This design comes from an exercise in tuning for small area, a short achievable clock period and few clock cycles per item on the open sky130 flow, not from production work. Only simulation tests tie the RTL to the original design; equivalence was not proved. Power figures rest on the tool's default switching activity, not on a simulated workload.

$ cat run.sh
#!/bin/bash
# synth_recipe.tcl (not shown) runs the flow's synth.tcl, then flattens the netlist and writes it again
# the make line also repeats each setting of config.mk as NAME=value (left out here)
make -C /OpenROAD-flow-scripts/flow DESIGN_CONFIG=/design/flow/config.mk WORK_HOME=/design/flow/orfs CLKGATE_MAP_FILE= SYNTH_SCRIPT=/design/flow/synth_recipe.tcl finish
$ cat config.mk
export PLATFORM = sky130hd
export DESIGN_NAME = script_token_lexer_top
export DESIGN_NICKNAME = script_token_lexer_top
export VERILOG_FILES = /design/flow/design.v
export SDC_FILE = /design/flow/constraint.sdc
export NUM_CORES = 4
export LEC_CHECK = 0
export ABC_CLOCK_PERIOD_IN_PS = 3000
export CAP_MARGIN = 20
export CORE_MARGIN = 2
export CORE_UTILIZATION = 40
export SETUP_SLACK_MARGIN = 2.0
export SLEW_MARGIN = 20
$ cat constraint.sdc
create_clock -name core_clock -period 5.0 [get_ports {clk}]
set_input_delay 1.0000 -clock core_clock [delete_from_list [all_inputs] [get_ports {clk}]]
set_output_delay 1.0000 -clock core_clock [all_outputs]
set_load 0.01 [all_outputs]
$ cat design.v
package stl_pkg;
	localparam int TEXT_MAX_DEF = 256;
	localparam int RQ_DEPTH = 3;
	localparam logic [3:0] K_TEXT    = 4'd0;
	localparam logic [3:0] K_NAME    = 4'd1;
	localparam logic [3:0] K_NUMBER  = 4'd2;
	localparam logic [3:0] K_STRING  = 4'd3;
	localparam logic [3:0] K_SYMBOL  = 4'd4;
	localparam logic [3:0] K_EQ      = 4'd5;
	localparam logic [3:0] K_GE      = 4'd6;
	localparam logic [3:0] K_LE      = 4'd7;
	localparam logic [3:0] K_NEWLINE = 4'd8;
	localparam logic [3:0] K_LINE    = 4'd9;
endpackage
import stl_pkg::*;
module stl_lexer #(
	parameter int TEXT_MAX = stl_pkg::TEXT_MAX_DEF
) (
	input  logic        clk,
	input  logic        arst_n,
	input  logic        in_v,
	input  logic [7:0]  in_c,
	input  logic        in_end,
	input  logic        in_nl,
	input  logic [1:0]  q_cnt,
	input  logic        num_pend,
	input  logic        text_pend,
	output logic        consume,
	output logic [1:0]  push_cnt,
	output logic [3:0]  r0_kind,
	output logic [7:0]  r0_byte,
	output logic [3:0]  r1_kind,
	output logic [7:0]  r1_byte,
	output logic [47:0] mant,
	output logic [3:0]  frac,
	output logic [8:0]  text_len
);
	localparam int CNT_W = $clog2(TEXT_MAX + 1);
	localparam logic [CNT_W-1:0] CNT_MAX = CNT_W'(TEXT_MAX);
	localparam logic [47:0] MANT_MAX = {48{1'b1}};
	localparam logic [2:0] M_IDLE = 3'd0;
	localparam logic [2:0] M_NAME = 3'd1;
	localparam logic [2:0] M_INT  = 3'd2;
	localparam logic [2:0] M_FRAC = 3'd3;
	localparam logic [2:0] M_STR  = 3'd4;
	localparam logic [2:0] M_CMP  = 3'd5;
	localparam logic [7:0] CH_TAB   = 8'h09;
	localparam logic [7:0] CH_LF    = 8'h0A;
	localparam logic [7:0] CH_CR    = 8'h0D;
	localparam logic [7:0] CH_SPACE = 8'h20;
	localparam logic [7:0] CH_DQ    = 8'h22;
	localparam logic [7:0] CH_SQ    = 8'h27;
	localparam logic [7:0] CH_DOT   = 8'h2E;
	localparam logic [7:0] CH_LT    = 8'h3C;
	localparam logic [7:0] CH_EQ    = 8'h3D;
	localparam logic [7:0] CH_GT    = 8'h3E;
	localparam logic [7:0] CH_BSL   = 8'h5C;
	localparam logic [7:0] CH_UND   = 8'h5F;
	function automatic logic is_letter(input logic [7:0] c);
		is_letter = (c >= 8'h61 && c <= 8'h7A) || (c >= 8'h41 && c <= 8'h5A);
	endfunction
	function automatic logic is_digit(input logic [7:0] c);
		is_digit = c >= 8'h30 && c <= 8'h39;
	endfunction
	function automatic logic is_symbol(input logic [7:0] c);
		logic r;
		unique case (c)
			8'h2B, 8'h2D, 8'h2A, 8'h2F, 8'h25, 8'h2C, 8'h3B, 8'h3A,
			8'h28, 8'h29, 8'h5B, 8'h5D, 8'h7B, 8'h7D: r = 1'b1;
			default: r = 1'b0;
		endcase
		is_symbol = r;
	endfunction
	function automatic logic [7:0] decode_escape(input logic [7:0] c);
		logic [7:0] r;
		unique case (c)
			8'h30: r = 8'h00;
			8'h62: r = 8'h08;
			8'h6E: r = 8'h0A;
			8'h72: r = 8'h0D;
			8'h74: r = 8'h09;
			default: r = c;
		endcase
		decode_escape = r;
	endfunction
	logic [2:0]       mode_q, mode_n;
	logic             sq_q, sq_n;      
	logic [1:0]       cmp_q, cmp_n;    
	logic             esc_q, esc_n;
	logic [47:0]      digit_q, digit_n;
	logic [3:0]       frac_q, frac_n;
	logic [CNT_W-1:0] text_q, text_n;
	logic [7:0]       c;
	logic [7:0]       cmp_byte;
	logic [51:0]      mac;
	logic [47:0]      digit_add;
	logic [CNT_W-1:0] text_inc;
	logic [3:0]       frac_inc;
	logic             run_idle;
	logic             ra_v, rb_v;
	logic [3:0]       ra_k, rb_k;
	logic [7:0]       ra_b, rb_b;
	logic             split;
	logic             block;
	logic             room;
	logic             go;
	logic [1:0]       cnt_raw;
	assign c        = in_c;
	assign cmp_byte = {6'b001111, cmp_q};
	assign mant     = digit_q;
	assign frac     = frac_q;
	assign text_len = 9'(text_q);
	always_comb begin
		mac       = {1'b0, digit_q, 3'b0} + {3'b0, digit_q, 1'b0} + {48'b0, c[3:0]};
		digit_add = (mac > {4'b0, MANT_MAX}) ? MANT_MAX : mac[47:0];
		text_inc  = (text_q < CNT_MAX) ? text_q + CNT_W'(1) : text_q;
		frac_inc  = (frac_q != 4'd15) ? frac_q + 4'd1 : frac_q;
		mode_n   = mode_q;
		sq_n     = sq_q;
		cmp_n    = cmp_q;
		esc_n    = esc_q;
		digit_n  = digit_q;
		frac_n   = frac_q;
		text_n   = text_q;
		run_idle = 1'b0;
		split    = 1'b0;
		ra_v     = 1'b0;
		rb_v     = 1'b0;
		ra_k     = K_TEXT;
		ra_b     = 8'd0;
		rb_k     = K_TEXT;
		rb_b     = 8'd0;
		if (in_end) begin
			unique case (mode_q)
				M_NAME: begin
					ra_v = 1'b1;
					ra_k = K_NAME;
				end
				M_INT, M_FRAC: begin
					ra_v = 1'b1;
					ra_k = K_NUMBER;
				end
				M_STR: begin
					ra_v = 1'b1;
					ra_k = K_STRING;
				end
				M_CMP: begin
					ra_v = 1'b1;
					ra_k = K_SYMBOL;
					ra_b = cmp_byte;
				end
				default: ;
			endcase
			mode_n = M_IDLE;
			esc_n  = 1'b0;
		end else begin
			unique case (mode_q)
				M_NAME: begin
					if (is_letter(c) || is_digit(c) || c == CH_UND) begin
						text_n = text_inc;
						ra_v   = 1'b1;
						ra_k   = K_TEXT;
						ra_b   = c;
					end else begin
						ra_v     = 1'b1;
						ra_k     = K_NAME;
						if (c == CH_DQ || c == CH_SQ) begin
							split  = 1'b1;
							mode_n = M_IDLE;
						end else begin
							run_idle = 1'b1;
						end
					end
				end
				M_INT: begin
					if (is_digit(c)) begin
						digit_n = digit_add;
					end else if (c == CH_DOT) begin
						mode_n = M_FRAC;
					end else begin
						ra_v     = 1'b1;
						ra_k     = K_NUMBER;
						run_idle = 1'b1;
					end
				end
				M_FRAC: begin
					if (is_digit(c)) begin
						digit_n = digit_add;
						frac_n  = frac_inc;
					end else begin
						ra_v     = 1'b1;
						ra_k     = K_NUMBER;
						run_idle = 1'b1;
					end
				end
				M_STR: begin
					if (esc_q) begin
						esc_n  = 1'b0;
						text_n = text_inc;
						ra_v   = 1'b1;
						ra_k   = K_TEXT;
						ra_b   = decode_escape(c);
					end else if (c == (sq_q ? CH_SQ : CH_DQ)) begin
						ra_v   = 1'b1;
						ra_k   = K_STRING;
						mode_n = M_IDLE;
					end else if (c == CH_BSL) begin
						esc_n = 1'b1;
					end else begin
						text_n = text_inc;
						ra_v   = 1'b1;
						ra_k   = K_TEXT;
						ra_b   = c;
					end
				end
				M_CMP: begin
					mode_n = M_IDLE;
					ra_v   = 1'b1;
					if (c == CH_EQ) begin
						if (cmp_q == CH_EQ[1:0]) begin
							ra_k = K_EQ;
						end else if (cmp_q == CH_GT[1:0]) begin
							ra_k = K_GE;
						end else begin
							ra_k = K_LE;
						end
					end else begin
						ra_k     = K_SYMBOL;
						ra_b     = cmp_byte;
						run_idle = 1'b1;
					end
				end
				default: run_idle = 1'b1;
			endcase
			if (run_idle) begin
				mode_n = M_IDLE;
				if (c == CH_TAB || c == CH_SPACE || c == CH_CR) begin
					mode_n = M_IDLE;
				end else if (c == CH_LF) begin
					rb_v = 1'b1;
					rb_k = in_nl ? K_NEWLINE : K_LINE;
				end else if (is_letter(c)) begin
					mode_n = M_NAME;
					text_n = CNT_W'(1);
					rb_v   = 1'b1;
					rb_k   = K_TEXT;
					rb_b   = c;
				end else if (is_digit(c)) begin
					mode_n  = M_INT;
					digit_n = {44'd0, c[3:0]};
					frac_n  = 4'd0;
				end else if (c == CH_DQ || c == CH_SQ) begin
					mode_n = M_STR;
					sq_n   = c[2];
					esc_n  = 1'b0;
					text_n = '0;
				end else if (c == CH_EQ || c == CH_GT || c == CH_LT) begin
					mode_n = M_CMP;
					cmp_n  = c[1:0];
				end else if (is_symbol(c)) begin
					rb_v = 1'b1;
					rb_k = K_SYMBOL;
					rb_b = c;
				end
			end
		end
		if (ra_v) begin
			r0_kind  = ra_k;
			r0_byte  = ra_b;
			r1_kind  = rb_k;
			r1_byte  = rb_b;
			cnt_raw  = rb_v ? 2'd2 : 2'd1;
		end else begin
			r0_kind  = rb_k;
			r0_byte  = rb_b;
			r1_kind  = rb_k;
			r1_byte  = rb_b;
			cnt_raw  = rb_v ? 2'd1 : 2'd0;
		end
		block = !in_end && mode_q != M_STR &&
			((num_pend && is_digit(c) && (mode_q == M_IDLE || mode_q == M_CMP)) ||
			 (text_pend && (is_letter(c) || c == CH_DQ || c == CH_SQ) && mode_q != M_NAME));
		room  = ({1'b0, q_cnt} + {1'b0, cnt_raw}) <= 3'(RQ_DEPTH);
		go    = in_v && room && !block;
		consume = go && !split;
		push_cnt = go ? cnt_raw : 2'd0;
	end
	always_ff @(posedge clk or negedge arst_n) begin
		if (!arst_n) begin
			mode_q <= M_IDLE;
		end else if (go) begin
			mode_q <= mode_n;
		end
	end
	always_ff @(posedge clk) begin
		if (go) begin
			sq_q    <= sq_n;
			cmp_q   <= cmp_n;
			esc_q   <= esc_n;
			digit_q <= digit_n;
			frac_q  <= frac_n;
			text_q  <= text_n;
		end
	end
endmodule
import stl_pkg::*;
module stl_res_fifo (
	input  logic        clk,
	input  logic        arst_n,
	input  logic [1:0]  push_cnt,
	input  logic [3:0]  r0_kind,
	input  logic [7:0]  r0_byte,
	input  logic [3:0]  r1_kind,
	input  logic [7:0]  r1_byte,
	output logic [1:0]  q_cnt,
	output logic        num_pend,
	output logic        text_pend,
	output logic        out_valid,
	input  logic        out_stall,
	output logic [3:0]  head_kind,
	output logic [7:0]  head_byte,
	output logic [19:0] head_line
);
	localparam int D = RQ_DEPTH;
	localparam logic [19:0] LINE_MAX = {20{1'b1}};
	logic [D-1:0] v_q;
	logic [3:0]   k_q [0:D-1];
	logic [7:0]   b_q [0:D-1];
	logic [19:0]  line_q;
	logic         num_q, text_q;
	logic         pop;
	logic [D-1:0] v_n;
	logic [3:0]   k_n [0:D-1];
	logic [7:0]   b_n [0:D-1];
	logic         head_load;
	logic         push_num, push_text;
	logic [1:0]   keep;
	assign out_valid = v_q[0] && k_q[0] != K_LINE;
	assign pop       = v_q[0] && (!out_stall || k_q[0] == K_LINE);
	assign head_kind = k_q[0];
	assign head_byte = b_q[0];
	assign head_line = line_q;
	assign num_pend  = num_q;
	assign text_pend = text_q;
	always_comb begin
		q_cnt = 2'(v_q[0]) + 2'(v_q[1]) + 2'(v_q[2]);
		keep  = q_cnt - 2'(pop);
		for (int i = 0; i < D; i++) begin
			if (pop) begin
				v_n[i] = (i + 1 < D) ? v_q[(i + 1) % D] : 1'b0;
				k_n[i] = (i + 1 < D) ? k_q[(i + 1) % D] : k_q[i];
				b_n[i] = (i + 1 < D) ? b_q[(i + 1) % D] : b_q[i];
			end else begin
				v_n[i] = v_q[i];
				k_n[i] = k_q[i];
				b_n[i] = b_q[i];
			end
			if (push_cnt != 2'd0 && 32'(keep) == i) begin
				v_n[i] = 1'b1;
				k_n[i] = r0_kind;
				b_n[i] = r0_byte;
			end
			if (push_cnt == 2'd2 && 32'(keep) + 1 == i) begin
				v_n[i] = 1'b1;
				k_n[i] = r1_kind;
				b_n[i] = r1_byte;
			end
		end
		head_load = v_n[0] && (pop || !v_q[0]);
		push_num  = push_cnt != 2'd0 && r0_kind == K_NUMBER;
		push_text = push_cnt != 2'd0 && (r0_kind == K_NAME || r0_kind == K_STRING);
	end
	always_ff @(posedge clk or negedge arst_n) begin
		if (!arst_n) begin
			v_q    <= '0;
			line_q <= 20'd1;
			num_q  <= 1'b0;
			text_q <= 1'b0;
		end else begin
			v_q <= v_n;
			if (head_load && k_n[0][3] && line_q != LINE_MAX) begin
				line_q <= line_q + 20'd1;
			end
			num_q  <= (num_q && !(pop && k_q[0] == K_NUMBER)) || push_num;
			text_q <= (text_q && !(pop && (k_q[0] == K_NAME || k_q[0] == K_STRING))) || push_text;
		end
	end
	always_ff @(posedge clk) begin
		for (int i = 0; i < D; i++) begin
			k_q[i] <= k_n[i];
			b_q[i] <= b_n[i];
		end
	end
endmodule
import stl_pkg::*;
module script_token_lexer_top #(
	parameter int TEXT_MAX = stl_pkg::TEXT_MAX_DEF
) (
	input  logic              clk,
	input  logic              arst_n,
	input  logic              in_valid,
	output logic              in_stall,
	input  logic [8:0]        in_item,
	output logic              out_valid,
	input  logic              out_stall,
	output logic [92:0]       out_item,
	input  logic              cfg_valid,
	output logic              cfg_ready,
	input  logic              cfg_data
);
	logic        nl_en_q;
	logic        in_v_q;
	logic [7:0]  in_c_q;
	logic        in_end_q;
	logic        in_nl_q;
	logic        accept;
	logic        consume;
	logic [1:0]  q_cnt;
	logic        num_pend, text_pend;
	logic [1:0]  push_cnt;
	logic [3:0]  r0_kind, r1_kind;
	logic [7:0]  r0_byte, r1_byte;
	logic [47:0] mant;
	logic [3:0]  frac;
	logic [8:0]  text_len;
	logic [3:0]  head_kind;
	logic [7:0]  head_byte;
	logic [19:0] head_line;
	logic        is_num, is_text;
	assign cfg_ready = 1'b1;
	assign in_stall  = in_v_q && !consume;
	assign accept    = in_valid && !in_stall;
	always_ff @(posedge clk or negedge arst_n) begin
		if (!arst_n) begin
			nl_en_q <= 1'b0;
			in_v_q  <= 1'b0;
		end else begin
			if (cfg_valid) begin
				nl_en_q <= cfg_data;
			end
			in_v_q <= accept || (in_v_q && !consume);
		end
	end
	always_ff @(posedge clk) begin
		if (accept) begin
			in_c_q   <= in_item[8:1];
			in_end_q <= in_item[0];
			in_nl_q  <= nl_en_q;
		end
	end
	stl_lexer #(
		.TEXT_MAX(TEXT_MAX)
	) u_lexer (
		.clk      (clk),
		.arst_n   (arst_n),
		.in_v     (in_v_q),
		.in_c     (in_c_q),
		.in_end   (in_end_q),
		.in_nl    (in_nl_q),
		.q_cnt    (q_cnt),
		.num_pend (num_pend),
		.text_pend(text_pend),
		.consume  (consume),
		.push_cnt (push_cnt),
		.r0_kind  (r0_kind),
		.r0_byte  (r0_byte),
		.r1_kind  (r1_kind),
		.r1_byte  (r1_byte),
		.mant     (mant),
		.frac     (frac),
		.text_len (text_len)
	);
	stl_res_fifo u_fifo (
		.clk      (clk),
		.arst_n   (arst_n),
		.push_cnt (push_cnt),
		.r0_kind  (r0_kind),
		.r0_byte  (r0_byte),
		.r1_kind  (r1_kind),
		.r1_byte  (r1_byte),
		.q_cnt    (q_cnt),
		.num_pend (num_pend),
		.text_pend(text_pend),
		.out_valid(out_valid),
		.out_stall(out_stall),
		.head_kind(head_kind),
		.head_byte(head_byte),
		.head_line(head_line)
	);
	assign is_num  = head_kind == K_NUMBER;
	assign is_text = head_kind == K_NAME || head_kind == K_STRING;
	assign out_item = {head_kind, head_byte,
		is_num ? mant : 48'd0, is_num ? frac : 4'd0,
		is_text ? text_len : 9'd0, head_line};
endmodule
==> results.cfg, run 1 <==
[placement]
routabilityCongestion = 0.899
io_buffers = 109
dp_hpwl_um = 24600

[flow_run]
max_cap_viol_count = 0

[finish]
nets = 1557
syn_to_final_growth_pct = 33.2
diodes = 0
drive_gt1_frac = 0.192
fillCellCount = 2598
post-route-util = 0.537

[clock_tree]
ctsHoldBuffers = 0
cts_tree = built
clkSinkCount = 141
cts_made_buffers = 17
cts_buffer_depth = 2
htree_levels = 4
clk_latency_ns = 0.44
clkSlewWorstSetupHoldPaths_ns = 0.07
root_buffer = clkbuf_16

[worst_setup_path]
cp.required_ns = 4.00
path_cells = or4_4 -> a22oi_2 -> o22ai_2 -> a21boi_2 -> nor2_2 -> or3_4 -> a21oi_2 -> ha_1 -> ha_2 -> inv_2 -> fa_2 -> nand2_2 -> a41oi_4 -> o21ai_2 -> o21ai_2 -> inv_1 -> buf_2
worstPathArrival_ns = 3.89
endpoint_kind = output pin
crit_family = compound AO/OA/AOI/OAI gates
critPathSlowestCell = or4_4
cp_slowest_stage_delay_ns = 0.58
critical_path_buf_inv_count = 3
criticalPathCategory = reg -> out
crit_path_frequent_cell = o21ai_2
path_max_fanout = 3
worst_setup_path_start_kind = flop

[synth]
syn_nets = 1372
synthAdderAreaFrac = 0.117
ys_seq_area_frac = 0.354
yosysUniqueCellTypes = 85
synth_top_family_by_area = simple AND/OR/NAND/NOR gates
yosys.area_share.simple = 0.213
synth.top_cell.area_share = 0.287
ys_warn_count = 7
synth.avg_cell_area_sq_um = 9.19
synthMuxAreaShare = 0.0143
netlist_area_sq_um = 11500
synth-async-reset-ratio = 0.213
synth-xor-area-share = 0.0540
yosys_register_bits = 141
synth_compound_area_frac = 0.211
synthCells = 1252
synth_edf_count = 110
synth_ff_type = edfxtp_1
synth_area_leader_cell = edfxtp_1
synth.area.top_cells = edfxtp_1 (29%), ha_1 (11%), dfrtp_1 (6.3%)

[global_route]
grt_pass1_wl_um = 54500
grt_pass1_vias = 10400
antenna_found_initial = 0
grt_max_degree = 61
track_usage = 0.222
grt_overflow = 0

[timing]
hold_ws_ns = 0.479
hold_viol = 0
slew_viol_final = 0
relSlewSlack = 0.158
fin_skew_ns = 0.0149
worst_pin_slew_ns = 1.25
setup_viol = 0
rsz0062_at_grt = true
fmax_mhz = 205
fin_crit_ns = 4.89
finalCritPeriodShare = 0.977

[floorplanning]
die_h_um = 174
io_pins = 111
rows = 62
initial_core_util = 0.403
dieArea_sq_um = 30200
design.core.area_sq_um = 28500
die_w_um = 174

[route]
dr_wl_met2_um = 18000
wirelength_um = 35600
final_antenna_net_count = 0
wire_per_inst_um = 19.4
via_per_inst = 5.81
route.vias.total = 10700
met3_wirelength_um = 1370
dr.pass1.iters = 5
drc = 0
met1_length_um = 15400
drtIter0Drc = 790
top_layer_used = met4

[power]
leakage_nw = 6.01
vdd_drop_max_mv = 0.318
power_density_nw_per_um2 = 463

[status]
status = complete, no violations

[hold_path]
min_path_type = reg -> reg
-- area by class of cell --
class                   instances  area [sq um]  area share
clock inverters                12           113     0.00735
repair buffers                234          2410       0.157
clock buffers                  20           489      0.0319
inverters                      32           120     0.00783
multi-input cells            1011          7640       0.498
flip-flops and latches        141          4080       0.266
well taps                     384           480      0.0313
-- cell usage after synthesis, drive strengths merged (8+ instances only) --
master and n:
a21o 23, a21oi 99, a221o 38, a22o 9
a31oi 11, and2 72, and3 14, buf 24
clkbuf 47, dfrtp 29, edfxtp 110, ha 101
inv 31, mux2 9, nand2 100, nand2b 15
nand3 30, nand3b 9, nand4 39, nor2 85
nor2b 15, nor3 26, nor4 16, o211ai 10
o21a 11, o21ai 64, o21bai 8, o22ai 12
or3 13, xnor2 40, xor2 31
-- cells by family after synthesis --
family	after synthesis
AND/OR/NAND/NOR	461
AO/OA/AOI/OAI	355
flip-flops	141
adder cells (fa/ha/maj)	105
buffers and inverters	103
XOR/XNOR	71
multiplexers	15
other	1
-- cells in the final DEF (no fill, tap or decap), types with 9 or more instances in the layout --
cell type        netlist  final
xor2_1                31     31
buf_4                  4     85
a221o_1               38     38
o21ai_0               59     47
ha_1                 101     97
nand3b_1               9      9
nand2_1              100     90
o21ai_1                5     11
nand3_1               30     24
edfxtp_1             110    110
clkbuf_16              0     24
a22o_1                 9      9
and2_1                72     70
nand4_1               39     39
o21a_1                11     11
nand2b_1              15     15
buf_6                  1     16
a31oi_1               10      9
a21o_1                23     22
buf_12                 0     11
nor2b_1               15     15
inv_1                 31     30
xnor2_1               40     40
and3_1                14     12
or3_1                 13     11
nor4_1                14      9
a21oi_1               99     88
o211ai_1              10     10
o22ai_1               12     11
nor3_1                26     22
dfrtp_1               29     29
nor2_1                83     74
clkdlybuf4s50_1        0    108
-- state kept, by name, summed over array words and instances, names as in the netlist, named ones only --
signal,count
in_v_q,1
u_lexer.cmp_q,2
u_fifo.b_q,24
u_fifo.line_q,20
u_fifo.num_q,1
u_fifo.k_q,12
u_lexer.digit_q,47
in_end_q,1
u_lexer.esc_q,1
u_lexer.mode_q,3
u_fifo.text_q,1
u_lexer.sq_q,1
u_lexer.text_q,9
nl_en_q,1
in_c_q,8
u_fifo.v_q,3
u_lexer.frac_q,4
in_nl_q,1
-- stage by stage --
step	cell area, sq um	instances	power, W	TNS, ns	worst slack (ns)
global placement	13400	1734	0.00513	0	0.161
finish	15300	1834	0.00710	0	0.113
CTS	14600	1803	0.00668	0	0.198
floorplan	11800	1252	0.00426	0	0.208
global route	15300	1834	0.00756	-0.0214	-0.0214
detailed placement	13400	1734	0.00514	0	0.0553
-- report_power, final --
group          internal (W)  leakage (nW)  switching [W]  total, W
clock              0.000731         0.300       0.000580   0.00131
sequential          0.00153          1.42       0.000161   0.00169
combinational       0.00176          4.29        0.00233   0.00409
total               0.00402          6.01        0.00307   0.00710
-- final timing paths --
kind / from / to / slack (ns) / cells after the start
setup reg to reg: in_c_q[3] / u_fifo.b_q[1][2] / 0.44 / 19
setup / recovery: in_c_q[3] / in_stall / 0.11 / 17
min in group asynchronous: arst_n / u_fifo.line_q[18] / 0.96 / 2
hold reg to reg: nl_en_q / in_nl_q / 0.48 / 0
hold / removal: nl_en_q / in_nl_q / 0.48 / 0
max in group asynchronous: arst_n / u_fifo.line_q[0] / 3.70 / 2
-- routing by layer --
| layer | GRT usage | up-vias |
|---|---|---|
| met5 | 0 | - |
| met4 | 0.0641 | 0 |
| met3 | 0.0296 | 55 |
| met1 | 0.279 | 5179 |
| li1 | - | 5140 |
| met2 | 0.398 | 284 |
-- what timing repair did --
action,CTS,global route
setup endpoints to repair,294,299
pin swaps,23,34
buffers inserted,33,21
resized for setup,52,87
cloned,4,10
Testbench counts, summed over its fixed seeds: cycles 45,150, items 44,472.
==> run 2: changes to the inputs <==
--- a/config.mk
+++ b/config.mk
@@ -7,3 +7,2 @@
 export LEC_CHECK = 0
-export ABC_CLOCK_PERIOD_IN_PS = 3000
 export CAP_MARGIN = 20
@@ -11,3 +10,2 @@
 export CORE_UTILIZATION = 40
-export SETUP_SLACK_MARGIN = 2.0
 export SLEW_MARGIN = 20
==> results.cfg, run 2 <==
[timing]
relSlewSlack = 0.355
setup_viol = 0
setup_tns_ns = 0
finalCritPeriodShare = 0.985
slew_viol_final = 0
hold_ws_ns = 0.497
hold_viol = 0
rsz0062_at_grt = true
fmax_mhz = 203
worst_pin_slew_ns = 0.961
fin_skew_ns = 0.0147
fin_crit_ns = 4.92
setup_ws_ns = 0.0764

[worst_setup_path]
rr_worst_depth = 19
worstSetupEndpoint = in_stall
reg2reg_setup_slack_ns = 0.24
criticalPathCategory = reg -> out
cp.required_ns = 4.00
rr_startpoint = in_c_q[6]
path_max_fanout = 3
worstPathArrival_ns = 3.92
worst_setup_path_start_kind = flop
endpoint_kind = output pin
crit_start = in_c_q[6]
worstReg2RegEnd = u_fifo.b_q[1][3]

[synth]
synth_common_cells = edfxtp_1 (110), ha_1 (101), nand2_1 (100)
yosysMostFrequentCell = edfxtp_1
synthCells = 1252
synth.avg_cell_area_sq_um = 9.19
synth.top_cell.area_share = 0.287
ys_warn_count = 7
synth_ff_type = edfxtp_1
synth_edf_count = 110
synth_area_leader_cell = edfxtp_1
synth.area.top_cells = edfxtp_1 (29%), ha_1 (11%), dfrtp_1 (6.3%)
synth-async-reset-ratio = 0.213
yosysUniqueCellTypes = 85
syn_nets = 1372
netlist_area_sq_um = 11500
yosys_register_bits = 141
ys_seq_area_frac = 0.354

[clock_tree]
clkSlewWorstSetupHoldPaths_ns = 0.07
ctsHoldBuffers = 0
htree_levels = 4
cts_tree = built
cts_made_buffers = 17
cts_buffer_depth = 2
root_buffer = clkbuf_16
clk_latency_ns = 0.43
clkSinkCount = 141

[route]
drc = 0
wire_per_inst_um = 18.4
route.vias.total = 10300
dr.pass1.iters = 5
final_antenna_net_count = 0
wirelength_um = 32800
drtIter0Drc = 731
via_per_inst = 5.76

[placement]
post-place-ws_ns = -0.117
routabilityCongestion = 0.910
dp_hpwl_um = 24600
dpl.cell_count = 1740
io_buffers = 109

[power]
p_seq_frac = 0.259
clkPwrFrac = 0.202
leakage_nw = 5.54
power_density_nw_per_um2 = 461
combPwrFrac = 0.538
p_switching_w = 0.00282
internal_power_w = 0.00367
switching_share = 0.434
power_w = 0.00649
vdd_drop_max_mv = 0.248

[floorplanning]
design.core.area_sq_um = 28500
initial_core_util = 0.403
dieArea_sq_um = 30200
io_pins = 111
die_h_um = 174
rows = 62
die_w_um = 174

[global_route]
antenna_found_initial = 0
grt_pass1_vias = 10200
grt_max_degree = 53
grt_overflow = 0
grt_pass1_wl_um = 53400
track_usage = 0.217

[finish]
nets = 1504
final_cells = 1781
mostFrequentLayoutCells = edfxtp_1 (110), clkdlybuf4s50_1 (108), ha_1 (100)
drive_gt1_frac = 0.112
final_common_cell = edfxtp_1
diodes = 0
reg.largest.list = u_lexer.digit_q x47, u_fifo.b_q x24, u_fifo.line_q x20
largest_reg_flops = 47
top_register = u_lexer.digit_q
syn_to_final_growth_pct = 22.2

[hold_path]
min_path_type = reg -> reg

[status]
status = complete, no violations

[flow_run]
max_cap_viol_count = 0
==> run 2: cell counts after synthesis <==
Identical to the previous run, type by type.
==> run 2: logic make-up after synthesis <==
kind of cell | Yosys count | share of synthesized area
simple gates | 461 | 0.213
mux | 15 | 0.0143
flops | 141 | 0.354
compound gates | 355 | 0.211
fa+ha+maj | 105 | 0.117
buf+inv | 103 | 0.0374
other cells | 1 | 0.000326
xor+xnor | 71 | 0.0540
==> run 2: repair_timing <==
action / in CTS / in global routing
endpoints found under the setup margin: 1 / 19
buffers inserted: 2 / 7
resized for setup: 18 / 10
pin swaps: 6 / 10
==> run 2: layout make-up <==
type / instances / area [sq um]
clock buffer: 18 / 450
clock inverter: 14 / 143
fill: 2759 / 14500
inverter: 32 / 120
multi-input combinational: 1008 / 7130
sequential: 141 / 4080
tap: 384 / 480
timing repair buffer: 184 / 1670
==> run 2: worst min-delay path by stage <==
| stage | start | endpoint | slack [ns] | cells past startpoint |
|---|---|---|---|---|
| after floorplan | nl_en_q | in_nl_q | 0.42 | 0 |
| after global placement | nl_en_q | in_nl_q | 0.48 | 0 |
| after detailed placement | nl_en_q | in_nl_q | 0.48 | 0 |
| after CTS | u_fifo.line_q[4] | u_fifo.line_q[4] | 0.50 | 1 |
| after global routing | u_fifo.line_q[4] | u_fifo.line_q[4] | 0.52 | 1 |
| final | u_fifo.line_q[19] | u_fifo.line_q[19] | 0.50 | 1 |
==> run 2: critical path, cell delays in order, from the launching register on <==
cell and delay [ns]:
edfxtp_1 0.41, nand4bb_4 0.25, or4b_4 0.51, a21o_1 0.17
a211o_1 0.32, nor2_2 0.14, or3_4 0.14, a21oi_2 0.03
ha_1 0.31, ha_2 0.19, inv_2 0.05, fa_2 0.19
nand2_2 0.06, a41oi_2 0.22, o21ai_2 0.11, o21ai_2 0.19
inv_1 0.07, buf_2 0.14
==> run 2: layer usage <==
layer | part of all wire | vias up | global-route usage
li1 | - | 5012 | -
met1 | 0.45 | 4963 | 0.283
met2 | 0.50 | 256 | 0.383
met3 | 0.035 | 36 | 0.0274
met4 | 0.017 | 0 | 0.0539
met5 | 0 | - | 0
==> run 2: power by group through the flow <==
stage,combinational (W),clock (W),sequential [W]
2_1_floorplan,0.00253,0,0.00165
3_3_place_gp,0.00340,0,0.00170
3_5_place_dp,0.00340,0,0.00171
4_1_cts,0.00345,0.00134,0.00168
5_1_grt,0.00389,0.00138,0.00171
6_report,0.00349,0.00131,0.00168
==> run 2: metrics by stage <==
step                      instance area [sq um]   util
after floorplan                           11500      -
after global placement                    13300  0.466
after detailed placement                  13300  0.466
after CTS                                 14000  0.490
after global routing                      14100  0.493
final                                     14100  0.493

==> re-timing with driven ports <==
The flow's constraints put no driver on any port. The routed layouts listed below were extracted and timed again, unchanged, in two steps. Step 1: set_driving_cell puts a clkbuf_16 on clk and a buf_2 on each other input, an assumption about the parent block. Step 2 times the ports against the registers' clock, not the clock port: input delays grow and output delays shrink by t, the midpoint of the rising clock arrivals with the driver on. Three values: ideal, step 1, step 2; two values: the first two.
run | t (ns) | setup slack, ns | worst hold slack (ns) | pins driven straight from the clock port
run 1 | 0.480 | 0.113 / 0.063 / 0.439 | 0.479 / 0.479 / 0.479 | 1
run 2 | 0.472 | 0.076 / 0.030 / 0.244 | 0.497 / 0.497 / 0.497 | 1
After both steps setup and hold are still met in every run listed.
